From an optimization exercise on the open Yosys and OpenROAD flow, aimed at small area, a short achievable clock period and few clock cycles per item; shortcuts taken in it are not production practice. Function was checked by simulation only, so behaviour that the tests miss may differ from the original. No activity file was given, so power comes from the tool's default toggle rates.

## run A
Design act_stream_unit, start of the top module:
module act_stream_unit
#(
  parameter int LANES = 6,
  parameter int BEATS = 6,
  parameter int SHW   = 5,
  localparam int ZCW  = $clog2(LANES*BEATS+1),
  localparam int CW   = $clog2(BEATS),
  localparam int PCW  = $clog2(LANES+1)
) (
  input  logic                    clk,
  input  logic                    rst_n,
  input  logic [1:0]              mode_i,
  input  logic [SHW-1:0]          shift_i,
  input  logic [act_pkg::LANE_W-1:0]       clip_i,
  input  logic                    in_valid,
  output logic                    in_ready,
  input  logic [LANES*act_pkg::LANE_W-1:0] in_data,
  output logic                    out_valid,
  input  logic                    out_ready,
  output logic [LANES*act_pkg::LANE_W-1:0] out_data,
  output logic                    out_last,
  output logic [ZCW-1:0]          out_zero_cnt
);
For scale: ~4500 cells after synthesis, ~250 flip-flops, roughly 440 I/O pins, roughly 26000 um2 of cells after synthesis.
export LEC_CHECK = 0
export ABC_AREA = 1
export CAP_MARGIN = 20
export CORE_MARGIN = 2
export CORE_UTILIZATION = 42
export SETUP_SLACK_MARGIN = 4.0
export SLEW_MARGIN = 20
create_clock -name core_clock -period 7.5 [get_ports {clk}]
standard.sh (not shown) runs the stock make flow with config.mk's settings and CLKGATE_MAP_FILE= SYNTH_SCRIPT=/design/flow/synth_recipe.tcl, a recipe that flattens the netlist after the stock synthesis.
==> flow/flow/run.sh <==
#!/bin/bash
# The standard layout (the standard.sh, unchanged synthesis and steps),
# with the port buffers made from buf_2 cells instead of the resizer's
# default pick, a slow delay buffer. Every port still gets its buffer.
set -o pipefail
export BUFFER_PORTS_ARGS="-buffer_cell sky130_fd_sc_hd__buf_2"
bash standard.sh > standard.log 2>&1
Testbench counts of run A, summed over its fixed seeds: cycles 4,808, beats 4,800.
Edits applied to the flow inputs when going from run A to run B:
Settings: setting CTS_CLUSTER_SIZE to 20 for the first time; setting TNS_END_PERCENT to 10 for the first time; setting PLACE_DENSITY to 0.7 for the first time; setting CTS_CLUSTER_DIAMETER to 100 for the first time.
Notes after the runs:
Compared with run A, in run B final-layout fill cell count up 1.3%; worst reg-to-reg path cell count down 7; number of violations reported at the end of detailed-routing iteration 0 up 1304. Worst hold slack (higher): run B. STATUS total design power: run B wins against run A. Run B ended up with input port to flop as its type of the setup path with the least slack; run A ended up with flop to primary output. Cell leakage power: lower on run B. Going from run A to run B, post-route clock period utilization now sits higher; placed cell area now sits at about the same level; sequential share of cell area now sits higher.
Relative to run B, the following input files were edited for run C:
Settings: a deleted PLACE_DENSITY that had been 0.7.
==> flow/flow/run.sh <==
#!/bin/bash
# The standard layout (the standard.sh and its steps) with two changes:
#  - synthesis maps the logic with flow/area.abc (see flow/synth.tcl);
#    everything else in synthesis is synth_recipe.tcl as is;
#  - the port buffers are buf_2 cells instead of the resizer's default pick,
#    a slow delay buffer. Every port still gets its buffer.
set -o pipefail
HERE=$(pwd)
export FLOW_ABC_SCRIPT=$HERE/flow/area.abc
export BUFFER_PORTS_ARGS="-buffer_cell sky130_fd_sc_hd__buf_2"
bash standard.sh SYNTH_SCRIPT=$HERE/flow/synth.tcl finish > standard.log 2>&1
==> flow/flow/area.abc (new file) <==
strash
ifraig
scorr
dc2
strash
dch -f
map -B 0.9
topo
stime -c
buffer -c
upsize -c
dnsize -c
==> flow/flow/synth.tcl (new file) <==
# The standard synthesis (synth_recipe.tcl), with one change: abc maps
# with flow/area.abc, a variant of ORFS's abc_area.script that runs a
# fraig / scorr / dc2 pass on the logic before mapping. Registers are not
# touched by abc, so they keep the standard synthesis's names and cells.
proc synth {args} { yosys synth -nofsm -noshare {*}$args }
proc abc {args} {
  set i [lsearch $args -script]
  if {$i >= 0} { lset args [expr {$i + 1}] $::env(FLOW_ABC_SCRIPT) }
  yosys abc {*}$args
}
source $::env(SCRIPTS_DIR)/synth.tcl
# left out here: clear keep_hierarchy, flatten, clean up, hide names made inside functions, write 1_2_yosys.v
### Flow results
Summary of the comparison: average routed wire per standard cell is higher in run C, relative to run B. Run C against run B: number of buffers other than clock buffers in the final layout went up by 8.3%, non-clock inverter instance count of the final layout went up by 3.9%, standard cell area after detailed placement went up by 180 um2. Run C reports a higher area growth from synthesis to layout than run B does. Run B reports its worst setup path endpoint as y_q[100] while run C reports y_q[35]. As far as initial core utilization is concerned, run C and run B perform about the same.
--- input diff run C..run D ---
Settings: ABC_AREA: 1 -> unset; TNS_END_PERCENT: 10 -> unset; CTS_CLUSTER_DIAMETER: 100 -> unset; CORE_UTILIZATION: 42 -> 65; SETUP_SLACK_MARGIN: 4.0 -> 3.6; CTS_CLUSTER_SIZE: 20 -> unset.
==> flow/flow/run.sh <==
#!/bin/bash
# The standard layout (the standard.sh, unchanged synthesis and steps),
# with the port buffers made from buf_2 cells instead of the resizer's
# default pick, a slow delay buffer. Every port still gets its buffer.
set -o pipefail
export BUFFER_PORTS_ARGS="-buffer_cell sky130_fd_sc_hd__buf_2"
bash standard.sh > standard.log 2>&1
removed: flow/flow/area.abc
removed: flow/flow/synth.tcl
### Flow results
- Estimated wirelength of the detail-placed design was higher in the run labelled run C.
- Run D -> run C: fraction of registers with async set/reset delta 0, exact match
- As the logs show, run D stopped at global routing (5_1_grt) after a tool error, so it never reached the end of the flow.
- Number of setup buffers added after CTS is lower on run C
- Width of the die went down by more than 10% going from run C to run D.
- In run D the average instance area after synthesis turned out about 26% higher than in run C.
- Run D: synthesized cell count is 896 lower than what run C reported.
- In the flow results for run C and run D, the row count is larger on run C.
What run E does differently from run D at the input level:
Settings: setting TNS_END_PERCENT to 10 for the first time; setting CTS_CLUSTER_DIAMETER to 100 for the first time; changing SETUP_SLACK_MARGIN from 3.6 to 4.0; changing CORE_UTILIZATION from 65 to 42; setting ABC_AREA to 1 for the first time; setting CTS_CLUSTER_SIZE to 20 for the first time.
## What came out
- Status for run D and run E: clean finish in run E only
- Run D terminated abnormally: global routing (5_1_grt) reported GRT-0232.
- For the synthesized cell count, run E came in 916 higher than run D did.
- Basic-gate share of the synthesized area counting and, or, nand and nor cells: run D and run E compared, lower one is run D
- Comparing run D and run E, number of rows in the core area is higher on run E.

-- port drivers added, routing unchanged --
In the flow no input, the clock included, has a driving cell. The finished layouts below were timed again as built, in two steps. Step 1 (the two cells are an assumption about what drives the block):
set clk [get_ports {clk}]
set_driving_cell -lib_cell sky130_fd_sc_hd__clkbuf_16 $clk
set_driving_cell -lib_cell sky130_fd_sc_hd__buf_2 [delete_from_list [all_inputs] $clk]
Step 2 times the ports against the registers' clock, not the clock port: input delays grow and output delays shrink by t, the midpoint of the rising clock arrivals with the driver on. Three values: ideal ports, drivers, drivers and shift; two values: the first two.
| run | t (ns) | slack for setup (ns) | clock arrival spread, ns | worst register clock-pin slew, ns | worst slew at a driven data input, ns |
|---|---|---|---|---|---|
| run A | 0.684 | 3.871 / 3.799 / 3.250 | 0.035 / 0.035 | 0.07 / 0.07 | 0.05 |
| run B | 0.661 | 3.668 / 3.703 / 3.054 | 0.037 / 0.037 | 0.10 / 0.10 | 0.09 |
| run C | 0.660 | 3.654 / 3.677 / 3.042 | 0.034 / 0.034 | 0.10 / 0.10 | 0.09 |
| run E | 0.658 | 3.750 / 3.770 / 3.140 | 0.029 / 0.030 | 0.11 / 0.11 | 0.09 |
After both steps every run listed still meets setup and hold. For run A, which loses most, drivers alone change the setup slack by -0.072 ns; drivers and shift together by -0.621 ns.
